From an optimization exercise on the open Yosys and OpenROAD flow, aimed at small area and few clock cycles; shortcuts taken in it are not production practice. The RTL was checked by simulation tests, not by an equivalence proof against the original design. Power figures rest on the tool's default switching activity, not on a simulated workload.

**flow/flow/run.sh**
```bash
#!/bin/bash
set -euo pipefail
export CTS_ARGS="-sink_clustering_enable -repair_clock_nets -dont_use_dummy_load -buf_list sky130_fd_sc_hd__clkbuf_16 -sink_clustering_size 30 -sink_clustering_max_diameter 40"
bash standard.sh > standard.log 2>&1
```
**flow/standard.sh**
```bash
#!/bin/bash
# synth_recipe.tcl (not shown) runs the flow's synth.tcl, then flattens the netlist and writes it again
# the make line also repeats each setting of config.mk as NAME=value (left out here)
make -C /OpenROAD-flow-scripts/flow DESIGN_CONFIG=/design/flow/config.mk WORK_HOME=/design/flow/orfs CLKGATE_MAP_FILE= SYNTH_SCRIPT=/design/flow/synth_recipe.tcl "${@:-finish}"
```
**flow/config.mk**
```make
export PLATFORM = sky130hd
export DESIGN_NAME = accel_top
export DESIGN_NICKNAME = accel_top
export VERILOG_FILES = /design/flow/design.v
export SDC_FILE = /design/flow/constraint.sdc
export NUM_CORES = 4
export LEC_CHECK = 0
export CAP_MARGIN = 20
export CORE_MARGIN = 2
export CORE_UTILIZATION = 40
export SLEW_MARGIN = 20
```
**flow/constraint.sdc**
```tcl
create_clock -name core_clock -period 10.0 [get_ports {clk}]
set_input_delay 2.0000 -clock core_clock [delete_from_list [all_inputs] [get_ports {clk}]]
set_output_delay 2.0000 -clock core_clock [all_outputs]
set_load 0.01 [all_outputs]
```
**flow/design.v**
```verilog
package accel_pkg;
    localparam int DATA_W = 8;
    localparam int ACC_W  = 32;
    localparam int N_ROWS = 4;
    localparam int N_COLS = 4;
    localparam int BUF_DEPTH = 16;
    localparam int BUF_AW    = $clog2(BUF_DEPTH);
    localparam int TX_CREDITS_INIT = 4;
    localparam int RING_LEN = BUF_DEPTH + 1;
    localparam int SUM_W = 20;
    localparam int RUN_LEN = RING_LEN * N_COLS;
    localparam logic [3:0] CMD_CSR_WR   = 4'h0;
    localparam logic [3:0] CMD_CSR_RD   = 4'h1;
    localparam logic [3:0] CMD_BUF_WR_A = 4'h2;
    localparam logic [3:0] CMD_BUF_WR_B = 4'h3;
    localparam logic [3:0] CMD_RD_OUT   = 4'h4;
    localparam logic [3:0] CMD_START    = 4'h5;
    localparam logic [3:0] CMD_ABORT    = 4'h6;
    localparam logic [3:0] CMD_STATUS   = 4'h7;
endpackage
import accel_pkg::*;
module packet_rx (
    input  logic        clk,
    input  logic        rst_n,
    input  logic        i_rx_valid,
    input  logic [7:0]  i_rx_data,
    output logic [7:0]  o_cmd,         
    output logic [3:0]  o_addr,        
    output logic        o_addr_hi0,    
    output logic        o_last,        
    output logic        o_first_start, 
    output logic [31:0] o_word         
);
    logic [2:0]  r_pos;
    logic [23:0] r_stage;
    assign o_last        = i_rx_valid && (r_pos == 3'd6);
    assign o_first_start = i_rx_valid && (r_pos == 3'd0) && (i_rx_data[7:4] == CMD_START);
    assign o_word        = {i_rx_data, r_stage};
    always_ff @(posedge clk) begin
        if (!rst_n) begin
            r_pos <= 3'd0;
        end else if (i_rx_valid) begin
            r_pos <= (r_pos == 3'd6) ? 3'd0 : r_pos + 3'd1;
        end
    end
    always_ff @(posedge clk) begin
        if (i_rx_valid && (r_pos == 3'd0)) o_cmd <= i_rx_data;
        if (i_rx_valid && (r_pos == 3'd1)) begin
            o_addr     <= i_rx_data[3:0];
            o_addr_hi0 <= (i_rx_data[7:4] == 4'd0);
        end
        if (i_rx_valid && (r_pos >= 3'd3) && (r_pos <= 3'd5)) begin
            r_stage <= {i_rx_data, r_stage[23:8]};
        end
    end
endmodule
import accel_pkg::*;
module csr_regs (
    input  logic        clk,
    input  logic        rst_n,
    input  logic        i_wr,         
    input  logic [3:0]  i_addr,
    input  logic        i_addr_hi0,
    input  logic [31:0] i_wdata,
    input  logic        i_run_done,   
    output logic [4:0]  o_k_len,
    output logic [31:0] o_run_count,
    output logic [31:0] o_rdata       
);
    logic w_is_k;
    logic w_is_cnt;
    logic w_big;
    logic [32:0] w_carry;
    logic [31:0] w_count_next;
    assign w_carry[0] = i_run_done;
    for (genvar i = 0; i < 32; i++) begin : g_inc
        assign w_count_next[i] = o_run_count[i] ^ w_carry[i];
        assign w_carry[i+1]    = o_run_count[i] & w_carry[i];
    end
    assign w_is_k   = i_addr_hi0 && (i_addr == 4'h0);
    assign w_is_cnt = i_addr_hi0 && (i_addr == 4'h1);
    assign w_big    = (|i_wdata[31:5]) || (i_wdata[4] && (|i_wdata[3:0]));
    always_ff @(posedge clk) begin
        if (!rst_n) begin
            o_k_len     <= 5'd1;
            o_run_count <= '0;
        end else begin
            if (i_wr && w_is_k) begin
                o_k_len <= w_big ? 5'd16 : i_wdata[4:0];
            end
            o_run_count <= w_count_next;
        end
    end
    always_comb begin
        o_rdata = '0;
        if (w_is_k)   o_rdata = {27'd0, o_k_len};
        if (w_is_cnt) o_rdata = o_run_count;
    end
endmodule
import accel_pkg::*;
module operand_buffer (
    input  logic        clk,
    input  logic        rst_n,
    input  logic        i_wr,         
    input  logic        i_wr_b,       
    input  logic [3:0]  i_waddr,
    input  logic [31:0] i_wdata,
    output logic [4:0]  o_phase,      
    output logic        o_pending,    
    output logic [31:0] o_a_row,
    output logic [31:0] o_b_row
);
    localparam int L = RING_LEN;
    logic [31:0] r_a [L];
    logic [31:0] r_b [L];
    logic        r_pend;
    logic        r_pend_b;
    logic [3:0]  r_waddr;
    logic [31:0] r_wdata;
    logic [4:0]  r_phase;
    logic [5:0] w_s0, w_s6, w_s12;
    logic [4:0] w_r0, w_r6, w_r12;
    assign w_s0  = {1'b0, r_phase} + 6'd1;
    assign w_s6  = {1'b0, r_phase} + 6'd7;
    assign w_s12 = {1'b0, r_phase} + 6'd13;
    assign w_r0  = (w_s0  >= 6'd17) ? 5'(w_s0  - 6'd17) : w_s0[4:0];
    assign w_r6  = (w_s6  >= 6'd17) ? 5'(w_s6  - 6'd17) : w_s6[4:0];
    assign w_r12 = (w_s12 >= 6'd17) ? 5'(w_s12 - 6'd17) : w_s12[4:0];
    logic w_ins0, w_ins6, w_ins12;
    assign w_ins0  = r_pend && (w_r0  == {1'b0, r_waddr});
    assign w_ins6  = r_pend && (w_r6  == {1'b0, r_waddr});
    assign w_ins12 = r_pend && (w_r12 == {1'b0, r_waddr});
    always_ff @(posedge clk) begin
        if (!rst_n) begin
            r_phase <= '0;
            r_pend  <= 1'b0;
        end else begin
            r_phase <= (r_phase == 5'(L - 1)) ? 5'd0 : r_phase + 5'd1;
            if (i_wr) begin
                r_pend <= 1'b1;
            end else if (w_ins0 || w_ins6 || w_ins12) begin
                r_pend <= 1'b0;
            end
        end
    end
    always_ff @(posedge clk) begin
        if (i_wr) begin
            r_pend_b <= i_wr_b;
            r_waddr  <= i_waddr;
            r_wdata  <= i_wdata;
        end
    end
    always_ff @(posedge clk) begin
        for (int j = 0; j < L; j++) begin
            if ((j == 0 && w_ins0) || (j == 6 && w_ins6) || (j == 12 && w_ins12)) begin
                r_a[j] <= r_pend_b ? r_a[(j + 1) % L] : r_wdata;
                r_b[j] <= r_pend_b ? r_wdata : r_b[(j + 1) % L];
            end else begin
                r_a[j] <= r_a[(j + 1) % L];
                r_b[j] <= r_b[(j + 1) % L];
            end
        end
    end
    assign o_phase   = r_phase;
    assign o_pending = r_pend;
    assign o_a_row   = r_a[0];
    assign o_b_row   = r_b[0];
endmodule
import accel_pkg::*;
module mac_engine (
    input  logic        clk,
    input  logic        rst_n,
    input  logic        i_start_req,   
    input  logic        i_start,       
    input  logic        i_abort,       
    input  logic        i_wr_pending,  
    input  logic [4:0]  i_k_len,
    input  logic [4:0]  i_phase,       
    input  logic [31:0] i_a_row,
    input  logic [31:0] i_b_row,
    input  logic [3:0]  i_sel,         
    output logic        o_cap,         
    output logic [31:0] o_result,      
    output logic        o_busy,
    output logic        o_done,
    output logic        o_done_set     
);
    localparam int W = SUM_W;
    logic          r_run;       
    logic          r_sent;      
    logic          r_req;       
    logic [6:0]    r_cnt;
    logic [2:0]    r_clr;       
    logic [1:0]    r_col;       
    logic [W-1:0]  r_acc [4][4];   
    logic          w_start;
    logic          w_last;
    logic          w_below;
    logic [4:0]    w_k_top;
    logic          r_fwd;       
    logic          w_row_en;
    logic [7:0]    w_b;
    logic [W-1:0]  w_sum [4];
    assign w_start  = (r_req || i_start_req) && !r_run && !i_wr_pending;
    assign w_below  = (i_phase < i_k_len) || (i_phase == 5'd0);
    assign w_row_en = r_run && w_below;
    assign w_k_top  = (i_k_len == 5'd0) ? 5'd0 : i_k_len - 5'd1;
    assign w_last   = r_run && ((r_cnt == 7'(RUN_LEN - 1)) ||
                                (r_fwd && (r_cnt >= 7'(RUN_LEN - RING_LEN)) && (i_phase == w_k_top)));
    assign w_b      = w_row_en ? i_b_row[8*r_col +: 8] : 8'd0;
    for (genvar r = 0; r < 4; r++) begin : g_mac
        mac_unit u_mac (
            .a(i_a_row[8*r +: 8]), .b(w_b),
            .c((r_clr != 3'd0) ? W'(0) : r_acc[r][3]),
            .y(w_sum[r])
        );
    end
    always_ff @(posedge clk) begin
        if (!rst_n) begin
            r_run  <= 1'b0;
            r_sent <= 1'b0;
            r_req  <= 1'b0;
            r_cnt  <= '0;
            r_fwd  <= 1'b0;
            r_clr  <= 3'd4;
            r_col  <= '0;
            o_done <= 1'b0;
        end else begin
            r_col  <= r_col + 2'd1;
            o_done <= 1'b0;
            if (r_clr != 3'd0) r_clr <= r_clr - 3'd1;
            if (r_run) r_cnt <= r_cnt + 7'd1;
            if (r_run && (r_cnt == 7'd0)) r_fwd <= (i_phase == 5'd0) || !w_below;
            if (i_start) r_sent <= 1'b1;
            if (i_abort) begin
                r_run  <= 1'b0;
                r_sent <= 1'b0;
                r_req  <= 1'b0;
                r_clr  <= 3'd4;
            end else begin
                if (i_start_req) r_req <= 1'b1;
                if (w_start) begin
                    r_req <= 1'b0;
                    r_run <= 1'b1;
                    r_cnt <= '0;
                    r_clr <= 3'd4;
                end else if (w_last) begin
                    r_run  <= 1'b0;
                    r_sent <= 1'b0;
                    o_done <= 1'b1;
                end
            end
        end
    end
    always_ff @(posedge clk) begin
        for (int r = 0; r < 4; r++) begin
            r_acc[r][0] <= w_sum[r];
            r_acc[r][1] <= r_acc[r][0];
            r_acc[r][2] <= r_acc[r][1];
            r_acc[r][3] <= r_acc[r][2];
        end
    end
    assign o_done_set = w_last && !i_abort;
    assign o_busy     = r_sent;
    assign o_cap      = (r_col == i_sel[1:0]);
    assign o_result   = {{(32-W){r_acc[i_sel[3:2]][3][W-1]}}, r_acc[i_sel[3:2]][3]};
endmodule
module mac_unit (
    input  logic [7:0]   a,
    input  logic [7:0]   b,
    input  logic [19:0]  c,
    output logic [19:0]  y
);
    wire n1 = (a[0] & b[0]);
    wire n2 = (a[0] & b[1]);
    wire n3 = (a[1] & b[0]);
    wire n4 = (a[0] & b[2]);
    wire n5 = (a[1] & b[1]);
    wire n6 = (a[2] & b[0]);
    wire n7 = (a[0] & b[3]);
    wire n8 = (a[1] & b[2]);
    wire n9 = (a[2] & b[1]);
    wire n10 = (a[3] & b[0]);
    wire n11 = (a[0] & b[4]);
    wire n12 = (a[1] & b[3]);
    wire n13 = (a[2] & b[2]);
    wire n14 = (a[3] & b[1]);
    wire n15 = (a[4] & b[0]);
    wire n16 = (a[0] & b[5]);
    wire n17 = (a[1] & b[4]);
    wire n18 = (a[2] & b[3]);
    wire n19 = (a[3] & b[2]);
    wire n20 = (a[4] & b[1]);
    wire n21 = (a[5] & b[0]);
    wire n22 = (a[0] & b[6]);
    wire n23 = (a[1] & b[5]);
    wire n24 = (a[2] & b[4]);
    wire n25 = (a[3] & b[3]);
    wire n26 = (a[4] & b[2]);
    wire n27 = (a[5] & b[1]);
    wire n28 = (a[6] & b[0]);
    wire n29 = ~(a[0] & b[7]);
    wire n30 = (a[1] & b[6]);
    wire n31 = (a[2] & b[5]);
    wire n32 = (a[3] & b[4]);
    wire n33 = (a[4] & b[3]);
    wire n34 = (a[5] & b[2]);
    wire n35 = (a[6] & b[1]);
    wire n36 = ~(a[7] & b[0]);
    wire n37 = ~(a[1] & b[7]);
    wire n38 = (a[2] & b[6]);
    wire n39 = (a[3] & b[5]);
    wire n40 = (a[4] & b[4]);
    wire n41 = (a[5] & b[3]);
    wire n42 = (a[6] & b[2]);
    wire n43 = ~(a[7] & b[1]);
    wire n44 = ~(a[2] & b[7]);
    wire n45 = (a[3] & b[6]);
    wire n46 = (a[4] & b[5]);
    wire n47 = (a[5] & b[4]);
    wire n48 = (a[6] & b[3]);
    wire n49 = ~(a[7] & b[2]);
    wire n50 = ~(a[3] & b[7]);
    wire n51 = (a[4] & b[6]);
    wire n52 = (a[5] & b[5]);
    wire n53 = (a[6] & b[4]);
    wire n54 = ~(a[7] & b[3]);
    wire n55 = ~(a[4] & b[7]);
    wire n56 = (a[5] & b[6]);
    wire n57 = (a[6] & b[5]);
    wire n58 = ~(a[7] & b[4]);
    wire n59 = ~(a[5] & b[7]);
    wire n60 = (a[6] & b[6]);
    wire n61 = ~(a[7] & b[5]);
    wire n62 = ~(a[6] & b[7]);
    wire n63 = ~(a[7] & b[6]);
    wire n64 = (a[7] & b[7]);
    wire n65 = n16 ^ n17;
    wire n66 = n16 & n17;
    wire n67 = n22 ^ n23 ^ n24;
    wire n68 = (n22 & n23) | (n22 & n24) | (n23 & n24);
    wire n69 = n25 ^ n26;
    wire n70 = n25 & n26;
    wire n71 = n29 ^ n30 ^ n31;
    wire n72 = (n29 & n30) | (n29 & n31) | (n30 & n31);
    wire n73 = n32 ^ n33 ^ n34;
    wire n74 = (n32 & n33) | (n32 & n34) | (n33 & n34);
    wire n75 = n35 ^ n36;
    wire n76 = n35 & n36;
    wire n77 = n37 ^ n38 ^ n39;
    wire n78 = (n37 & n38) | (n37 & n39) | (n38 & n39);
    wire n79 = n40 ^ n41 ^ n42;
    wire n80 = (n40 & n41) | (n40 & n42) | (n41 & n42);
    wire n81 = n43 ^ 1'b1 ^ c[8];
    wire n82 = (n43 & 1'b1) | (n43 & c[8]) | (1'b1 & c[8]);
    wire n83 = n44 ^ n45 ^ n46;
    wire n84 = (n44 & n45) | (n44 & n46) | (n45 & n46);
    wire n85 = n47 ^ n48 ^ n49;
    wire n86 = (n47 & n48) | (n47 & n49) | (n48 & n49);
    wire n87 = n50 ^ n51 ^ n52;
    wire n88 = (n50 & n51) | (n50 & n52) | (n51 & n52);
    wire n89 = n7 ^ n8;
    wire n90 = n7 & n8;
    wire n91 = n11 ^ n12 ^ n13;
    wire n92 = (n11 & n12) | (n11 & n13) | (n12 & n13);
    wire n93 = n14 ^ n15;
    wire n94 = n14 & n15;
    wire n95 = n65 ^ n18 ^ n19;
    wire n96 = (n65 & n18) | (n65 & n19) | (n18 & n19);
    wire n97 = n20 ^ n21 ^ c[5];
    wire n98 = (n20 & n21) | (n20 & c[5]) | (n21 & c[5]);
    wire n99 = n66 ^ n67 ^ n69;
    wire n100 = (n66 & n67) | (n66 & n69) | (n67 & n69);
    wire n101 = n27 ^ n28 ^ c[6];
    wire n102 = (n27 & n28) | (n27 & c[6]) | (n28 & c[6]);
    wire n103 = n68 ^ n70 ^ n71;
    wire n104 = (n68 & n70) | (n68 & n71) | (n70 & n71);
    wire n105 = n73 ^ n75 ^ c[7];
    wire n106 = (n73 & n75) | (n73 & c[7]) | (n75 & c[7]);
    wire n107 = n72 ^ n74 ^ n76;
    wire n108 = (n72 & n74) | (n72 & n76) | (n74 & n76);
    wire n109 = n77 ^ n79 ^ n81;
    wire n110 = (n77 & n79) | (n77 & n81) | (n79 & n81);
    wire n111 = n78 ^ n80 ^ n82;
    wire n112 = (n78 & n80) | (n78 & n82) | (n80 & n82);
    wire n113 = n83 ^ n85 ^ c[9];
    wire n114 = (n83 & n85) | (n83 & c[9]) | (n85 & c[9]);
    wire n115 = n84 ^ n86 ^ n87;
    wire n116 = (n84 & n86) | (n84 & n87) | (n86 & n87);
    wire n117 = n53 ^ n54 ^ c[10];
    wire n118 = (n53 & n54) | (n53 & c[10]) | (n54 & c[10]);
    wire n119 = n88 ^ n55 ^ n56;
    wire n120 = (n88 & n55) | (n88 & n56) | (n55 & n56);
    wire n121 = n57 ^ n58 ^ c[11];
    wire n122 = (n57 & n58) | (n57 & c[11]) | (n58 & c[11]);
    wire n123 = n59 ^ n60 ^ n61;
    wire n124 = (n59 & n60) | (n59 & n61) | (n60 & n61);
    wire n125 = n4 ^ n5;
    wire n126 = n4 & n5;
    wire n127 = n89 ^ n9 ^ n10;
    wire n128 = (n89 & n9) | (n89 & n10) | (n9 & n10);
    wire n129 = n90 ^ n91 ^ n93;
    wire n130 = (n90 & n91) | (n90 & n93) | (n91 & n93);
    wire n131 = n92 ^ n94 ^ n95;
    wire n132 = (n92 & n94) | (n92 & n95) | (n94 & n95);
    wire n133 = n96 ^ n98 ^ n99;
    wire n134 = (n96 & n98) | (n96 & n99) | (n98 & n99);
    wire n135 = n100 ^ n102 ^ n103;
    wire n136 = (n100 & n102) | (n100 & n103) | (n102 & n103);
    wire n137 = n104 ^ n106 ^ n107;
    wire n138 = (n104 & n106) | (n104 & n107) | (n106 & n107);
    wire n139 = n108 ^ n110 ^ n111;
    wire n140 = (n108 & n110) | (n108 & n111) | (n110 & n111);
    wire n141 = n112 ^ n114 ^ n115;
    wire n142 = (n112 & n114) | (n112 & n115) | (n114 & n115);
    wire n143 = n116 ^ n118 ^ n119;
    wire n144 = (n116 & n118) | (n116 & n119) | (n118 & n119);
    wire n145 = n120 ^ n122 ^ n123;
    wire n146 = (n120 & n122) | (n120 & n123) | (n122 & n123);
    wire n147 = n124 ^ n62 ^ n63;
    wire n148 = (n124 & n62) | (n124 & n63) | (n62 & n63);
    wire n149 = n2 ^ n3;
    wire n150 = n2 & n3;
    wire n151 = n125 ^ n6 ^ c[2];
    wire n152 = (n125 & n6) | (n125 & c[2]) | (n6 & c[2]);
    wire n153 = n126 ^ n127 ^ c[3];
    wire n154 = (n126 & n127) | (n126 & c[3]) | (n127 & c[3]);
    wire n155 = n128 ^ n129 ^ c[4];
    wire n156 = (n128 & n129) | (n128 & c[4]) | (n129 & c[4]);
    wire n157 = n130 ^ n131 ^ n97;
    wire n158 = (n130 & n131) | (n130 & n97) | (n131 & n97);
    wire n159 = n132 ^ n133 ^ n101;
    wire n160 = (n132 & n133) | (n132 & n101) | (n133 & n101);
    wire n161 = n134 ^ n135 ^ n105;
    wire n162 = (n134 & n135) | (n134 & n105) | (n135 & n105);
    wire n163 = n136 ^ n137 ^ n109;
    wire n164 = (n136 & n137) | (n136 & n109) | (n137 & n109);
    wire n165 = n138 ^ n139 ^ n113;
    wire n166 = (n138 & n139) | (n138 & n113) | (n139 & n113);
    wire n167 = n140 ^ n141 ^ n117;
    wire n168 = (n140 & n141) | (n140 & n117) | (n141 & n117);
    wire n169 = n142 ^ n143 ^ n121;
    wire n170 = (n142 & n143) | (n142 & n121) | (n143 & n121);
    wire n171 = n144 ^ n145 ^ c[12];
    wire n172 = (n144 & n145) | (n144 & c[12]) | (n145 & c[12]);
    wire n173 = n146 ^ n147 ^ c[13];
    wire n174 = (n146 & n147) | (n146 & c[13]) | (n147 & c[13]);
    wire n175 = n148 ^ n64 ^ c[14];
    wire n176 = (n148 & n64) | (n148 & c[14]) | (n64 & c[14]);
    wire n177 = 1'b1 ^ c[15];
    wire n178 = 1'b1 & c[15];
    wire n179 = 1'b1 ^ c[16];
    wire n180 = 1'b1 & c[16];
    wire n181 = 1'b1 ^ c[17];
    wire n182 = 1'b1 & c[17];
    wire n183 = 1'b1 ^ c[18];
    wire n184 = 1'b1 & c[18];
    wire n185 = 1'b1 ^ c[19];
    wire n186 = 1'b1 & c[19];
    wire n187 = n1 ^ c[0];
    wire n188 = n1 & c[0];
    wire n189 = n149 ^ c[1] ^ n188;
    wire n190 = (n149 & c[1]) | (n149 & n188) | (c[1] & n188);
    wire n191 = n150 ^ n151 ^ n190;
    wire n192 = (n150 & n151) | (n150 & n190) | (n151 & n190);
    wire n193 = n152 ^ n153 ^ n192;
    wire n194 = (n152 & n153) | (n152 & n192) | (n153 & n192);
    wire n195 = n154 ^ n155 ^ n194;
    wire n196 = (n154 & n155) | (n154 & n194) | (n155 & n194);
    wire n197 = n156 ^ n157 ^ n196;
    wire n198 = (n156 & n157) | (n156 & n196) | (n157 & n196);
    wire n199 = n158 ^ n159 ^ n198;
    wire n200 = (n158 & n159) | (n158 & n198) | (n159 & n198);
    wire n201 = n160 ^ n161 ^ n200;
    wire n202 = (n160 & n161) | (n160 & n200) | (n161 & n200);
    wire n203 = n162 ^ n163 ^ n202;
    wire n204 = (n162 & n163) | (n162 & n202) | (n163 & n202);
    wire n205 = n164 ^ n165 ^ n204;
    wire n206 = (n164 & n165) | (n164 & n204) | (n165 & n204);
    wire n207 = n166 ^ n167 ^ n206;
    wire n208 = (n166 & n167) | (n166 & n206) | (n167 & n206);
    wire n209 = n168 ^ n169 ^ n208;
    wire n210 = (n168 & n169) | (n168 & n208) | (n169 & n208);
    wire n211 = n170 ^ n171 ^ n210;
    wire n212 = (n170 & n171) | (n170 & n210) | (n171 & n210);
    wire n213 = n172 ^ n173 ^ n212;
    wire n214 = (n172 & n173) | (n172 & n212) | (n173 & n212);
    wire n215 = n174 ^ n175 ^ n214;
    wire n216 = (n174 & n175) | (n174 & n214) | (n175 & n214);
    wire n217 = n176 ^ n177 ^ n216;
    wire n218 = (n176 & n177) | (n176 & n216) | (n177 & n216);
    wire n219 = n178 ^ n179 ^ n218;
    wire n220 = (n178 & n179) | (n178 & n218) | (n179 & n218);
    wire n221 = n180 ^ n181 ^ n220;
    wire n222 = (n180 & n181) | (n180 & n220) | (n181 & n220);
    wire n223 = n182 ^ n183 ^ n222;
    wire n224 = (n182 & n183) | (n182 & n222) | (n183 & n222);
    wire n225 = n184 ^ n185 ^ n224;
    wire n226 = (n184 & n185) | (n184 & n224) | (n185 & n224);
    assign y[0] = n187;
    assign y[1] = n189;
    assign y[2] = n191;
    assign y[3] = n193;
    assign y[4] = n195;
    assign y[5] = n197;
    assign y[6] = n199;
    assign y[7] = n201;
    assign y[8] = n203;
    assign y[9] = n205;
    assign y[10] = n207;
    assign y[11] = n209;
    assign y[12] = n211;
    assign y[13] = n213;
    assign y[14] = n215;
    assign y[15] = n217;
    assign y[16] = n219;
    assign y[17] = n221;
    assign y[18] = n223;
    assign y[19] = n225;
endmodule
import accel_pkg::*;
module resp_tx (
    input  logic        clk,
    input  logic        rst_n,
    input  logic        i_req,        
    input  logic        i_req_rd,     
    input  logic [7:0]  i_cmd,
    input  logic [3:0]  i_sel,        
    input  logic [31:0] i_word,       
    input  logic        i_cap,        
    input  logic [31:0] i_result,
    input  logic        i_tx_credit,
    output logic [3:0]  o_sel,        
    output logic        o_tx_valid,
    output logic [7:0]  o_tx_data
);
    logic        r_active;
    logic        r_wait;      
    logic [2:0]  r_idx;
    logic [3:0]  r_credits;
    logic [7:0]  r_cmd;
    logic [3:0]  r_sel;
    logic [31:0] r_word;
    logic        w_send;
    logic        w_take;
    assign o_sel      = i_req ? i_sel : r_sel;
    assign w_take     = (i_req && i_req_rd) || r_wait;
    assign o_tx_valid = r_active && (r_credits != 4'd0) && ((r_idx == 3'd0) || !r_wait);
    assign w_send     = o_tx_valid;
    always_comb begin
        case (r_idx)
            3'd0:    o_tx_data = r_cmd;
            3'd1:    o_tx_data = r_word[7:0];
            3'd2:    o_tx_data = r_word[15:8];
            3'd3:    o_tx_data = r_word[23:16];
            default: o_tx_data = r_word[31:24];
        endcase
    end
    always_ff @(posedge clk) begin
        if (!rst_n) begin
            r_active  <= 1'b0;
            r_wait    <= 1'b0;
            r_idx     <= '0;
            r_credits <= 4'(TX_CREDITS_INIT);
        end else begin
            if (i_req) begin
                r_active <= 1'b1;
                r_idx    <= '0;
                r_wait   <= i_req_rd && !i_cap;
            end else begin
                if (r_wait && i_cap) r_wait <= 1'b0;
                if (w_send) begin
                    r_idx <= r_idx + 3'd1;
                    if (r_idx == 3'd4) r_active <= 1'b0;
                end
            end
            r_credits <= r_credits + {3'd0, i_tx_credit} - {3'd0, w_send};
        end
    end
    always_ff @(posedge clk) begin
        if (i_req) begin
            r_cmd <= i_cmd;
            r_sel <= i_sel;
        end
        if (i_req && !i_req_rd) begin
            r_word <= i_word;
        end else if (w_take && i_cap) begin
            r_word <= i_result;
        end
    end
endmodule
import accel_pkg::*;
module accel_top #(
    parameter int N_ROWS          = accel_pkg::N_ROWS,
    parameter int N_COLS          = accel_pkg::N_COLS,
    parameter int BUF_AW          = accel_pkg::BUF_AW,
    parameter int TX_CREDITS_INIT = accel_pkg::TX_CREDITS_INIT
) (
    input  logic       clk,
    input  logic       rst_n,
    input  logic       i_rx_valid,
    input  logic [7:0] i_rx_data,
    output logic       o_tx_valid,
    output logic [7:0] o_tx_data,
    input  logic       i_tx_credit,
    output logic       o_busy,
    output logic       o_done
);
    logic [7:0]  cmd;
    logic [3:0]  addr;
    logic        addr_hi0;
    logic        last;
    logic        first_start;
    logic [31:0] word;
    logic [3:0]  typ;
    logic [4:0]  k_len;
    logic [31:0] run_count;
    logic [31:0] csr_rdata;
    logic [4:0]  phase;
    logic        wr_pending;
    logic [31:0] a_row;
    logic [31:0] b_row;
    logic [3:0]  sel;
    logic        cap;
    logic [31:0] result;
    logic        done_set;
    logic        req;
    logic        req_rd;
    logic [31:0] req_word;
    assign typ = cmd[7:4];
    packet_rx u_rx (
        .clk(clk), .rst_n(rst_n),
        .i_rx_valid(i_rx_valid), .i_rx_data(i_rx_data),
        .o_cmd(cmd), .o_addr(addr), .o_addr_hi0(addr_hi0),
        .o_last(last), .o_first_start(first_start), .o_word(word)
    );
    csr_regs u_csr (
        .clk(clk), .rst_n(rst_n),
        .i_wr(last && (typ == CMD_CSR_WR)), .i_addr(addr), .i_addr_hi0(addr_hi0),
        .i_wdata(word), .i_run_done(done_set),
        .o_k_len(k_len), .o_run_count(run_count), .o_rdata(csr_rdata)
    );
    operand_buffer u_buf (
        .clk(clk), .rst_n(rst_n),
        .i_wr(last && ((typ == CMD_BUF_WR_A) || (typ == CMD_BUF_WR_B))),
        .i_wr_b(typ[0]), .i_waddr(addr), .i_wdata(word),
        .o_phase(phase), .o_pending(wr_pending),
        .o_a_row(a_row), .o_b_row(b_row)
    );
    mac_engine u_mac (
        .clk(clk), .rst_n(rst_n),
        .i_start_req(first_start),
        .i_start(last && (typ == CMD_START)),
        .i_abort(last && (typ == CMD_ABORT)),
        .i_wr_pending(wr_pending), .i_k_len(k_len), .i_phase(phase),
        .i_a_row(a_row), .i_b_row(b_row), .i_sel(sel),
        .o_cap(cap), .o_result(result),
        .o_busy(o_busy), .o_done(o_done), .o_done_set(done_set)
    );
    assign req      = last && ((typ == CMD_CSR_RD) || (typ == CMD_RD_OUT) || (typ == CMD_STATUS));
    assign req_rd   = (typ == CMD_RD_OUT);
    assign req_word = (typ == CMD_STATUS) ? {31'd0, o_busy} : csr_rdata;
    resp_tx u_tx (
        .clk(clk), .rst_n(rst_n),
        .i_req(req), .i_req_rd(req_rd), .i_cmd(cmd), .i_sel(addr),
        .i_word(req_word), .i_cap(cap), .i_result(result),
        .i_tx_credit(i_tx_credit), .o_sel(sel),
        .o_tx_valid(o_tx_valid), .o_tx_data(o_tx_data)
    );
endmodule
```
==> impl_metrics.sql, run 1 <==
INSERT INTO impl_metrics (metric_group, metric, value, unit) VALUES
('routing', 'drtIter0Drc', '1246', ''),
('floorplanning', 'fp_rows', '128', ''),
('sta', 'timing.fmax', '104.1', 'MHz'),
('critical_path', 'crit_path_frequent_cell', 'sky130_fd_sc_hd__fa_1', ''),
('routing', 'route.vias.total', '22750', ''),
('cts', 'worstSkewPairLatency', '760', 'ps'),
('synth', 'synth_cell_types', '73', ''),
('placement', 'placement.io_buffers', '22', ''),
('power_and_ir_drop', 'pwr_density_cell', '204.9', 'nW/um^2'),
('flow_run', 'max_cap_violations', '0', ''),
('global_route', 'first_pass_grt_wire_length', '140100', 'um'),
('cells_and_area', 'final_cells', '5145', ''),
('critical_path', 'cpLargestDelayFamily', 'adder cells', ''),
('critical_path', 'worst-endpoint-arrival', '10230', 'ps'),
('critical_path', 'setup.worst_path.class', 'reg2reg', ''),
('cts', 'cts_tree', 'yes', ''),
('synth', 'ys_seq_elements', '1598', ''),
('synth', 'avgSynthCellArea', '14.46', 'sq um'),
('sta', 'final_max_slew_viol_count', '0', ''),
('global_route', 'first_global_vias', '23560', ''),
('critical_path', 'r2r_cells', '30', ''),
('synth', 'synthCells', '3387', ''),
('power_and_ir_drop', 'total_power', '11.28', 'mW'),
('sta', 'final.hold.worst_slack', '253.4', 'ps'),
('floorplanning', 'core_area', '121600', 'sq um'),
('outcome', 'run_status', 'timing/DRC/antenna clean', ''),
('cells_and_area', 'most-common-layout-cells', '1484 x sky130_fd_sc_hd__dfxtp_1, 328 x sky130_fd_sc_hd__inv_1, 265 x sky130_fd_sc_hd__fa_1', ''),
('worst_hold_path', 'worstHoldPathCells', '0', ''),
('cells_and_area', 'syn2layout_area_growth', '12.36', '%'),
('sta', 'period_share', '96.09', '%'),
('cells_and_area', 'finish.instance_area', '55020', 'sq um'),
('cts', 'max-clock-path-buffers', '3', ''),
('global_route', 'largest_net_degree_at_the_start_of_global_routing', '61', ''),
('synth', 'post_synth_instance_area', '48970', 'sq um'),
('floorplanning', 'die_height', '353.9', 'um'),
('cells_and_area', 'most_common_library_cell_in_the_layout_ignoring_fill_and_taps', 'sky130_fd_sc_hd__dfxtp_1', ''),
('critical_path', 'critical-path-slowest-cell', 'sky130_fd_sc_hd__fa_1', ''),
('sta', 'rsz0062_at_grt', 'no', ''),
('critical_path', 'critical_path.max_fanout', '9', ''),
('global_route', 'grt_util_all_layers', '14.70', '%'),
('cells_and_area', 'final_net_count', '3890', ''),
('global_route', 'grt_antenna_before_repair', '4', ''),
('power_and_ir_drop', 'worst_ir_drop_vdd', '0.1791', 'mV'),
('cts', 'number_of_h_tree_branching_levels', '4', ''),
('synth', 'synthArstFlopShare', '0', '%'),
('critical_path', 'worstSetupStartpoint', 'u_csr.o_k_len[1]', ''),
('routing', 'drt_drc_violations_left', '0', ''),
('synth', 'synth-seq-area-share', '67.66', '%'),
('sta', 'skew', '131.0', 'ps'),
('floorplanning', 'ioPinCount', '23', ''),
('worst_hold_path', 'hold_path_startpoint', 'u_buf.r_a[15][6]', ''),
('global_route', 'grt_overflow', '0', ''),
('cts', 'ctsHoldBuffers', '0', ''),
('routing', 'remaining_antenna_violation_count_after_routing', '0', ''),
('placement', 'detailed_place_hpwl', '60050', 'um'),
('cells_and_area', 'drive_gt1_share', '12.73', '%'),
('critical_path', 'critPathMaxStageDelay', '560', 'ps'),
('power_and_ir_drop', 'power.leakage', '22.90', 'nW'),
('floorplanning', 'dieWidth', '353.9', 'um'),
('critical_path', 'cp_data_required_time', '10620', 'ps'),
('critical_path', 'setup.worst_path.end_class', 'register', ''),
('cts', 'cts.root.buffer_cell', 'sky130_fd_sc_hd__clkbuf_16', ''),
('worst_hold_path', 'hp-class', 'reg2reg', ''),
('critical_path', 'worst-path-buf-inv', '5', ''),
('floorplanning', 'initial_utilization', '40.28', '%'),
('routing', 'wire_per_inst', '17.32', 'um'),
('sta', 'finalWorstPathRequiredPeriod', '9609', 'ps'),
('routing', 'drt_first_pass_iters', '5', ''),
('synth', 'ys_warn_count', '10', ''),
('routing', 'vias_per_cell', '4.421', ''),
('floorplanning', 'design.die.area', '125200', 'sq um');
[power breakdown]
group	switching [mW]	internal [mW]	leakage, nW
Clock	2.06	2.53	1.79
Sequential	0.0199	6.46	13.0
Combinational	0.139	0.0650	8.15
Total	2.22	9.05	22.9
[stage by stage]
| stage | util (%) | setup WS [ps] |
|---|---|---|
| floorplan | - | 990.5 |
| global placement | 42.22 | 417.1 |
| detailed placement | 42.22 | 217.5 |
| CTS | 45.21 | 226.0 |
| global route | 45.26 | 8.781 |
| finish | 45.26 | 390.8 |
[logic make-up (layout without fill, tap and decap cells)]
| family | after synthesis | in the layout | synth area share (%) |
|---|---|---|---|
| other cells | 0 | 1 | 0 |
| buf+inv | 422 | 554 | 3.378 |
| simple gates | 572 | 572 | 6.250 |
| compound gates | 164 | 164 | 2.422 |
| fa+ha+maj | 357 | 357 | 13.19 |
| mux | 236 | 236 | 6.421 |
| xor+xnor | 38 | 38 | 0.6797 |
| flops | 1598 | 1598 | 67.66 |
[synthesized netlist by cell type, drive strengths merged (16+ instances only)]
master,number,area share [%]
ha,92,2.4
mux4,24,1.1
nor2b,16,0.20
a21o,21,0.32
nor2,56,0.43
xor2,19,0.34
o21ai,23,0.24
a21oi,30,0.31
and2,251,3.2
inv,329,2.5
a22o,16,0.29
mux2i,17,0.37
fa,265,11
buf,31,0.38
xnor2,19,0.34
edfxtp,114,7.0
mux2,195,4.9
dfxtp,1484,61
nand2,167,1.3
clkbuf,62,0.48
[worst reg2reg max path: cells and delay by family (launching register included)]
kind | cells | cell delay (ps)
AND/OR/NAND/NOR | 1 | 140
flip-flops | 1 | 370
AO/OA/AOI/OAI | 5 | 1190
buffers and inverters | 5 | 690
adder cells (fa/ha/maj) | 19 | 7110
[worst paths after layout]
check                           slack [ps]                 end
worst max register to register         390  u_mac.r_acc[0][18]
worst min-delay path                   250    u_buf.r_a[14][6]
worst min register to register         250    u_buf.r_a[14][6]
worst max-delay path                   390  u_mac.r_acc[0][18]
[state kept, by name, summed over array words and instances (netlist names), 8 cells and up]
name / cells
u_tx.r_cmd: 8
u_tx.r_word: 32
u_rx.o_cmd: 8
u_rx.r_stage: 24
u_buf.r_b: 544
u_csr.o_run_count: 32
u_buf.r_a: 544
u_buf.r_wdata: 32
u_mac.r_acc: 320
[area by class of cell]
type                    instances  area [sq um]
diodes                          1         2.502
clock buffers                 145          3628
fillers                     10720         66540
inverters                     329          1235
multi-input cells            1367         14300
flip-flops and latches       1598         33130
well taps                    1625          2033
repair buffers                 80         688.2
[repair_timing]
item,4_1_cts,5_1_grt
resized for setup,0,0
setup endpoints to repair,0,4
buffers inserted,0,5
[metal layers]
metal  part of all wire (%)  track usage (%)  up-vias
li1                       -                -    10930
met1                     49            20.67    11300
met3                    4.0            2.969      155
met4                    3.4            5.796        0
met5                      0                0        -
met2                     44            22.29      368
Testbench counts, summed over its fixed seeds: cycles 45,586.
==> run 2, diff against run 1 <==
--- a/flow/design.v
+++ b/flow/design.v
@@ -65,7 +65,8 @@
     input  logic        i_run_done,   
     output logic [4:0]  o_k_len,
     output logic [31:0] o_run_count,
-    output logic [31:0] o_rdata       
+    output logic [4:0]  o_rdata,      
+    output logic        o_rd_cnt      
 );
     logic w_is_k;
     logic w_is_cnt;
@@ -91,11 +92,8 @@
             o_run_count <= w_count_next;
         end
     end
-    always_comb begin
-        o_rdata = '0;
-        if (w_is_k)   o_rdata = {27'd0, o_k_len};
-        if (w_is_cnt) o_rdata = o_run_count;
-    end
+    assign o_rdata  = w_is_k ? o_k_len : 5'd0;
+    assign o_rd_cnt = w_is_cnt;
 endmodule
 import accel_pkg::*;
 module operand_buffer (
@@ -174,13 +172,14 @@
     input  logic        i_start,       
     input  logic        i_abort,       
     input  logic        i_wr_pending,  
+    input  logic        i_hold_done,   
     input  logic [4:0]  i_k_len,
     input  logic [4:0]  i_phase,       
     input  logic [31:0] i_a_row,
     input  logic [31:0] i_b_row,
     input  logic [3:0]  i_sel,         
     output logic        o_cap,         
-    output logic [31:0] o_result,      
+    output logic [19:0] o_result,      
     output logic        o_busy,
     output logic        o_done,
     output logic        o_done_set     
@@ -189,6 +188,7 @@
     logic          r_run;       
     logic          r_sent;      
     logic          r_req;       
+    logic          r_end;       
     logic [6:0]    r_cnt;
     logic [2:0]    r_clr;       
     logic [1:0]    r_col;       
@@ -201,7 +201,7 @@
     logic          w_row_en;
     logic [7:0]    w_b;
     logic [W-1:0]  w_sum [4];
-    assign w_start  = (r_req || i_start_req) && !r_run && !i_wr_pending;
+    assign w_start  = (r_req || i_start_req) && !r_run && !r_end && !i_wr_pending;
     assign w_below  = (i_phase < i_k_len) || (i_phase == 5'd0);
     assign w_row_en = r_run && w_below;
     assign w_k_top  = (i_k_len == 5'd0) ? 5'd0 : i_k_len - 5'd1;
@@ -220,6 +220,7 @@
             r_run  <= 1'b0;
             r_sent <= 1'b0;
             r_req  <= 1'b0;
+            r_end  <= 1'b0;
             r_cnt  <= '0;
             r_fwd  <= 1'b0;
             r_clr  <= 3'd4;
@@ -234,6 +235,7 @@
             if (i_start) r_sent <= 1'b1;
             if (i_abort) begin
                 r_run  <= 1'b0;
+                r_end  <= 1'b0;
                 r_sent <= 1'b0;
                 r_req  <= 1'b0;
                 r_clr  <= 3'd4;
@@ -244,10 +246,15 @@
                     r_run <= 1'b1;
                     r_cnt <= '0;
                     r_clr <= 3'd4;
-                end else if (w_last) begin
-                    r_run  <= 1'b0;
-                    r_sent <= 1'b0;
-                    o_done <= 1'b1;
+                end else if (w_last || r_end) begin
+                    r_run <= 1'b0;
+                    if (i_hold_done) begin
+                        r_end <= 1'b1;
+                    end else begin
+                        r_end  <= 1'b0;
+                        r_sent <= 1'b0;
+                        o_done <= 1'b1;
+                    end
                 end
             end
         end
@@ -260,10 +267,10 @@
             r_acc[r][3] <= r_acc[r][2];
         end
     end
-    assign o_done_set = w_last && !i_abort;
+    assign o_done_set = (w_last || r_end) && !i_abort && !i_hold_done;
     assign o_busy     = r_sent;
     assign o_cap      = (r_col == i_sel[1:0]);
-    assign o_result   = {{(32-W){r_acc[i_sel[3:2]][3][W-1]}}, r_acc[i_sel[3:2]][3]};
+    assign o_result   = r_acc[i_sel[3:2]][3];
 endmodule
 module mac_unit (
     input  logic [7:0]   a,
@@ -526,11 +533,14 @@
     input  logic        i_req_rd,     
     input  logic [7:0]  i_cmd,
     input  logic [3:0]  i_sel,        
-    input  logic [31:0] i_word,       
+    input  logic [4:0]  i_word,       
+    input  logic        i_word_cnt,   
+    input  logic [31:0] i_count,
     input  logic        i_cap,        
-    input  logic [31:0] i_result,
+    input  logic [19:0] i_result,
     input  logic        i_tx_credit,
     output logic [3:0]  o_sel,        
+    output logic        o_hold_count,
     output logic        o_tx_valid,
     output logic [7:0]  o_tx_data
 );
@@ -540,25 +550,28 @@
     logic [3:0]  r_credits;
     logic [7:0]  r_cmd;
     logic [3:0]  r_sel;
-    logic [31:0] r_word;
+    logic [19:0] r_word;
+    logic        r_cnt;       
     logic        w_send;
     logic        w_take;
     assign o_sel      = i_req ? i_sel : r_sel;
     assign w_take     = (i_req && i_req_rd) || r_wait;
     assign o_tx_valid = r_active && (r_credits != 4'd0) && ((r_idx == 3'd0) || !r_wait);
     assign w_send     = o_tx_valid;
+    assign o_hold_count = r_active && r_cnt;
     always_comb begin
         case (r_idx)
             3'd0:    o_tx_data = r_cmd;
-            3'd1:    o_tx_data = r_word[7:0];
-            3'd2:    o_tx_data = r_word[15:8];
-            3'd3:    o_tx_data = r_word[23:16];
-            default: o_tx_data = r_word[31:24];
+            3'd1:    o_tx_data = r_cnt ? i_count[7:0]   : r_word[7:0];
+            3'd2:    o_tx_data = r_cnt ? i_count[15:8]  : r_word[15:8];
+            3'd3:    o_tx_data = r_cnt ? i_count[23:16] : {{4{r_word[19]}}, r_word[19:16]};
+            default: o_tx_data = r_cnt ? i_count[31:24] : {8{r_word[19]}};
         endcase
     end
     always_ff @(posedge clk) begin
         if (!rst_n) begin
             r_active  <= 1'b0;
+            r_cnt     <= 1'b0;
             r_wait    <= 1'b0;
             r_idx     <= '0;
             r_credits <= 4'(TX_CREDITS_INIT);
@@ -566,6 +579,7 @@
             if (i_req) begin
                 r_active <= 1'b1;
                 r_idx    <= '0;
+                r_cnt    <= !i_req_rd && i_word_cnt;
                 r_wait   <= i_req_rd && !i_cap;
             end else begin
                 if (r_wait && i_cap) r_wait <= 1'b0;
@@ -583,7 +597,7 @@
             r_sel <= i_sel;
         end
         if (i_req && !i_req_rd) begin
-            r_word <= i_word;
+            r_word <= {15'd0, i_word};
         end else if (w_take && i_cap) begin
             r_word <= i_result;
         end
@@ -615,18 +629,21 @@
     logic [3:0]  typ;
     logic [4:0]  k_len;
     logic [31:0] run_count;
-    logic [31:0] csr_rdata;
+    logic [4:0]  csr_rdata;
+    logic        csr_rd_cnt;
+    logic        hold_count;
     logic [4:0]  phase;
     logic        wr_pending;
     logic [31:0] a_row;
     logic [31:0] b_row;
     logic [3:0]  sel;
     logic        cap;
-    logic [31:0] result;
+    logic [19:0] result;
     logic        done_set;
     logic        req;
     logic        req_rd;
-    logic [31:0] req_word;
+    logic [4:0]  req_word;
+    logic        req_cnt;
     assign typ = cmd[7:4];
     packet_rx u_rx (
         .clk(clk), .rst_n(rst_n),
@@ -638,7 +655,8 @@
         .clk(clk), .rst_n(rst_n),
         .i_wr(last && (typ == CMD_CSR_WR)), .i_addr(addr), .i_addr_hi0(addr_hi0),
         .i_wdata(word), .i_run_done(done_set),
-        .o_k_len(k_len), .o_run_count(run_count), .o_rdata(csr_rdata)
+        .o_k_len(k_len), .o_run_count(run_count), .o_rdata(csr_rdata),
+        .o_rd_cnt(csr_rd_cnt)
     );
     operand_buffer u_buf (
         .clk(clk), .rst_n(rst_n),
@@ -652,18 +670,20 @@
         .i_start_req(first_start),
         .i_start(last && (typ == CMD_START)),
         .i_abort(last && (typ == CMD_ABORT)),
-        .i_wr_pending(wr_pending), .i_k_len(k_len), .i_phase(phase),
+        .i_wr_pending(wr_pending), .i_hold_done(hold_count), .i_k_len(k_len), .i_phase(phase),
         .i_a_row(a_row), .i_b_row(b_row), .i_sel(sel),
         .o_cap(cap), .o_result(result),
         .o_busy(o_busy), .o_done(o_done), .o_done_set(done_set)
     );
     assign req      = last && ((typ == CMD_CSR_RD) || (typ == CMD_RD_OUT) || (typ == CMD_STATUS));
     assign req_rd   = (typ == CMD_RD_OUT);
-    assign req_word = (typ == CMD_STATUS) ? {31'd0, o_busy} : csr_rdata;
+    assign req_word = (typ == CMD_STATUS) ? {4'd0, o_busy} : csr_rdata;
+    assign req_cnt  = (typ == CMD_CSR_RD) && csr_rd_cnt;
     resp_tx u_tx (
         .clk(clk), .rst_n(rst_n),
         .i_req(req), .i_req_rd(req_rd), .i_cmd(cmd), .i_sel(addr),
-        .i_word(req_word), .i_cap(cap), .i_result(result),
+        .i_word(req_word), .i_word_cnt(req_cnt), .i_count(run_count),
+        .i_cap(cap), .i_result(result), .o_hold_count(hold_count),
         .i_tx_credit(i_tx_credit), .o_sel(sel),
         .o_tx_valid(o_tx_valid), .o_tx_data(o_tx_data)
     );
==> flow/flow/run.sh (replaced) <==
#!/bin/bash
set -euo pipefail
export CTS_ARGS="-sink_clustering_enable -repair_clock_nets -dont_use_dummy_load -buf_list sky130_fd_sc_hd__clkbuf_8 -sink_clustering_size 20 -sink_clustering_max_diameter 50"
bash standard.sh > standard.log 2>&1
--- a/flow/config.mk
+++ b/flow/config.mk
@@ -5,7 +5,8 @@
 export SDC_FILE = /design/flow/constraint.sdc
 export NUM_CORES = 4
 export LEC_CHECK = 0
-export CAP_MARGIN = 20
+export ABC_AREA = 1
+export CAP_MARGIN = 5
 export CORE_MARGIN = 2
 export CORE_UTILIZATION = 40
-export SLEW_MARGIN = 20
+export SLEW_MARGIN = 5
==> impl_metrics.sql, run 2 <==
INSERT INTO impl_metrics (metric_group, metric, value, unit) VALUES
('outcome', 'run_status', 'timing/DRC/antenna clean', ''),
('critical_path', 'r2r_end', 'u_mac.r_acc[0][18]', ''),
('critical_path', 'worst-endpoint-arrival', '10170', 'ps'),
('sta', 'timing.fmax', '105.3', 'MHz'),
('synth', 'synth-seq-area-share', '67.25', '%'),
('critical_path', 'setup.worst_path.class', 'reg2reg', ''),
('synth', 'synth.most_common_cell', 'sky130_fd_sc_hd__dfxtp_1', ''),
('synth', 'synthArstFlopShare', '0', '%'),
('cts', 'ctsHoldBuffers', '0', ''),
('routing', 'wire_per_inst', '16.78', 'um'),
('cells_and_area', 'final-seq-area', '32660', 'sq um'),
('placement', 'placement.setup.worst_slack', '447.4', 'ps'),
('cells_and_area', 'final_net_count', '4494', ''),
('cts', 'number_of_h_tree_branching_levels', '3', ''),
('routing', 'route.vias.total', '25830', ''),
('synth', 'mappedNetlistNets', '4444', ''),
('critical_path', 'setup.worst_path.end_class', 'register', ''),
('critical_path', 'start_kind', 'register', ''),
('sta', 'final_max_slew_viol_count', '0', ''),
('critical_path', 'crit_path_frequent_cell', 'sky130_fd_sc_hd__fa_1', ''),
('synth', 'most_frequently_used_flop_master_after_synthesis', 'sky130_fd_sc_hd__dfxtp_1', ''),
('placement', 'placement.io_buffers', '22', ''),
('power_and_ir_drop', 'pwr-share-seq', '68.3', '%'),
('cells_and_area', 'finish.instance_area', '52040', 'sq um'),
('sta', 'hold_vio_cnt_final', '0', ''),
('cts', 'worstSkewPairLatency', '830', 'ps'),
('placement', 'dpl-instance-area', '50550', 'sq um'),
('synth', 'post_synth_most_frequent_cells', '1501 x sky130_fd_sc_hd__dfxtp_1, 531 x sky130_fd_sc_hd__nand2_1, 504 x sky130_fd_sc_hd__inv_1, 320 x sky130_fd_sc_hd__nor2_1, 265 x sky130_fd_sc_hd__fa_1', ''),
('worst_hold_path', 'hold_path_startpoint', 'u_mac.r_acc[9][5]', ''),
('routing', 'drtIter0Drc', '1924', ''),
('cells_and_area', 'syn2layout_area_growth', '7.162', '%'),
('critical_path', 'critical_path.max_fanout', '10', ''),
('cts', 'cts.sinks', '1588', ''),
('cells_and_area', 'top_regs', 'u_buf.r_a: 544 flops, u_buf.r_b: 544 flops, u_mac.r_acc: 320 flops', ''),
('cts', 'post_cts_buffers', '0', ''),
('power_and_ir_drop', 'power.leakage', '21.19', 'nW'),
('sta', 'setup_tns_final', '0', 'ps'),
('floorplanning', 'design.die.area', '124200', 'sq um'),
('cells_and_area', 'final_cells', '5729', ''),
('sta', 'max_slew.worst_pin.slew', '1021', 'ps'),
('power_and_ir_drop', 'power_share_of_the_combinational_group', '2.5', '%'),
('global_route', 'grt_overflow', '0', ''),
('placement', 'detailed_place_hpwl', '66490', 'um'),
('placement', 'gpl.final_weighted_congestion', '0.8537', ''),
('synth', 'netlist_top_cells_area', 'sky130_fd_sc_hd__dfxtp_1 62%, sky130_fd_sc_hd__fa_1 11%, sky130_fd_sc_hd__edfxtp_1 5.4%', ''),
('critical_path', 'cp_data_required_time', '10680', 'ps'),
('cells_and_area', 'most_common_library_cell_in_the_layout_ignoring_fill_and_taps', 'sky130_fd_sc_hd__dfxtp_1', ''),
('power_and_ir_drop', 'pwr_density_cell', '181.4', 'nW/um^2'),
('global_route', 'grt_util_all_layers', '15.74', '%'),
('global_route', 'first_global_vias', '25900', ''),
('sta', 'post-route-worst-setup-slack', '505.6', 'ps'),
('cells_and_area', 'filler_cell_count', '11250', ''),
('sta', 'period_share', '94.94', '%'),
('synth', 'avgSynthCellArea', '11.94', 'sq um'),
('floorplanning', 'initial_utilization', '40.43', '%'),
('cts', 'post_cts_resize_count', '0', ''),
('power_and_ir_drop', 'switching_power', '1.990', 'mW'),
('power_and_ir_drop', 'worst_ir_drop_vdd', '0.1186', 'mV'),
('synth', 'synthDominantCellAreaShare', '61.87', '%'),
('worst_hold_path', 'worstHoldPathCells', '0', ''),
('floorplanning', 'die_height', '352.4', 'um'),
('power_and_ir_drop', 'p_int', '7.452', 'mW'),
('critical_path', 'critPathMaxStageDelay', '560', 'ps'),
('power_and_ir_drop', 'swShare', '21.08', '%'),
('cells_and_area', 'drive_gt1_share', '4.763', '%'),
('synth', 'post-synth-top-area-cell', 'sky130_fd_sc_hd__dfxtp_1', ''),
('cells_and_area', 'most-common-layout-cells', '1501 x sky130_fd_sc_hd__dfxtp_1, 529 x sky130_fd_sc_hd__nand2_1, 503 x sky130_fd_sc_hd__inv_1', ''),
('synth', 'number_of_enable_flip_flop_cells_after_synthesis', '87', ''),
('sta', 'finalWorstPathRequiredPeriod', '9494', 'ps'),
('global_route', 'largest_net_degree_at_the_start_of_global_routing', '87', ''),
('synth', 'synthCells', '4067', ''),
('floorplanning', 'core_area', '120100', 'sq um'),
('sta', 'slew-limit-headroom', '31.94', '%'),
('cells_and_area', 'multiInputGateArea', '13370', 'sq um'),
('critical_path', 'startpoint_of_the_worst_slack_reg_to_reg_timing_path', 'u_csr.o_k_len[4]', ''),
('synth', 'synth_cell_types', '46', ''),
('power_and_ir_drop', 'clkPwrFrac', '29.2', '%'),
('sta', 'skew', '154.6', 'ps'),
('synth', 'post_synth_instance_area', '48570', 'sq um'),
('power_and_ir_drop', 'total_power', '9.442', 'mW'),
('critical_path', 'critical-path-slowest-cell', 'sky130_fd_sc_hd__fa_1', ''),
('synth', 'ys_warn_count', '10', ''),
('floorplanning', 'fp_rows', '127', ''),
('cts', 'cts_made_buffers', '108', ''),
('routing', 'postRouteWirelength', '96140', 'um'),
('cts', 'cts_tree', 'yes', ''),
('worst_hold_path', 'hp-class', 'reg2reg', ''),
('routing', 'remaining_antenna_violation_count_after_routing', '0', ''),
('global_route', 'first_pass_grt_wire_length', '152200', 'um'),
('floorplanning', 'dieWidth', '352.4', 'um'),
('floorplanning', 'ioPinCount', '23', ''),
('global_route', 'grt_antenna_before_repair', '3', ''),
('critical_path', 'r2r_cells', '31', ''),
('cells_and_area', 'finalCoreUtilization', '43.32', '%'),
('routing', 'drt_first_pass_iters', '8', ''),
('routing', 'drt_drc_violations_left', '0', ''),
('critical_path', 'r2r_setup_slack', '510', 'ps'),
('sta', 'final.hold.worst_slack', '247.3', 'ps'),
('cts', 'clkSlewWorstSetupHoldPaths', '110', 'ps'),
('routing', 'vias_per_cell', '4.509', ''),
('cts', 'cts.root.buffer_cell', 'sky130_fd_sc_hd__clkbuf_8', ''),
('cts', 'max-clock-path-buffers', '3', ''),
('worst_hold_path', 'worst_hold_path.endpoint', 'u_mac.r_acc[10][5]', ''),
('placement', 'dp.cells', '5619', ''),
('sta', 'setup_viol_count_final', '0', ''),
('flow_run', 'max_cap_violations', '0', ''),
('sta', 'rsz0062_at_grt', 'no', ''),
('synth', 'ys_seq_elements', '1588', '');
==> run 2: critical path, delay by kind of cell, from the launching register on <==
family	cells	cell delay (ps)
flip-flops	1	420
AO/OA/AOI/OAI	3	430
AND/OR/NAND/NOR	4	580
buffers and inverters	5	760
adder cells (fa/ha/maj)	19	7140
==> run 2: cell type report <==
class	count	area share [%]
repair buffers	70	1.116
multi-input cells	1836	25.68
inverters	513	3.702
clock buffers	108	2.856
diodes	2	0.009617
flip-flops and latches	1588	62.76
well taps	1612	3.875
==> run 2: kinds of logic after synthesis <==
| family | share of synthesized area (%) |
|---|---|
| compound gates | 5.588 |
| xor+xnor | 0.3246 |
| fa+ha+maj | 13.50 |
| buf+inv | 5.299 |
| flops | 67.25 |
| simple gates | 8.036 |
==> run 2: worst max-delay path by stage <==
stage	start	end	slack (ps)	depth (start not counted)
global placement	u_buf.r_phase[2]	u_mac.r_acc[12][18]	620	30
detailed placement	u_buf.r_phase[2]	u_mac.r_acc[12][18]	450	30
global route	u_csr.o_k_len[4]	u_mac.r_acc[0][18]	120	31
CTS	u_csr.o_k_len[4]	u_mac.r_acc[0][18]	450	31
floorplan	u_csr.o_k_len[4]	u_mac.r_acc[4][18]	1240	33
finish	u_csr.o_k_len[4]	u_mac.r_acc[0][18]	510	31
==> run 2: metal layers <==
layer	up-vias	GRT usage (%)	routed length, um
li1	12630	-	-
met1	12550	22.80	46860
met2	510	24.56	42950
met3	144	2.686	4268
met4	2	3.752	2051
met5	-	0	11
==> run 2: power by group through the flow <==
stage	registers, mW	clock network [mW]	logic (mW)
after floorplan	6.58	0	0.154
after global placement	6.59	0	0.238
after detailed placement	6.59	0	0.238
after global routing	6.46	3.08	0.267
final	6.45	2.76	0.236
after CTS	6.45	2.86	0.240
Testbench counts of run 2, summed over its fixed seeds: cycles 45,586.

separate check: timing with driven ports:
In the flow no input, the clock included, has a driving cell. The finished layouts below were timed again as built, in two steps. Step 1 sets driving cells, clkbuf_16 on the clock port and buf_2 on the other inputs (assumed; they add their load-dependent delay and slew). Step 2 adds t to the input delays and takes it off the output delays; t is the mean of the earliest and latest rising clock arrival at the registers after step 1. Input paths then give back, and output paths get back, about the clock's delay inside the block. Three values: ideal, step 1, step 2; two values: the first two.
run | t (ns) | setup WS [ns] | clock arrival spread, ns
run 1 | 0.771 | 0.391 / 0.391 / 0.278 | 0.145 / 0.145
run 2 | 0.821 | 0.506 / 0.506 / 0.506 | 0.155 / 0.155
After both steps every run listed still meets setup and hold. The setup slack of run 1, which loses most, moves by 0.000 ns with the drivers and by -0.113 ns with both steps.
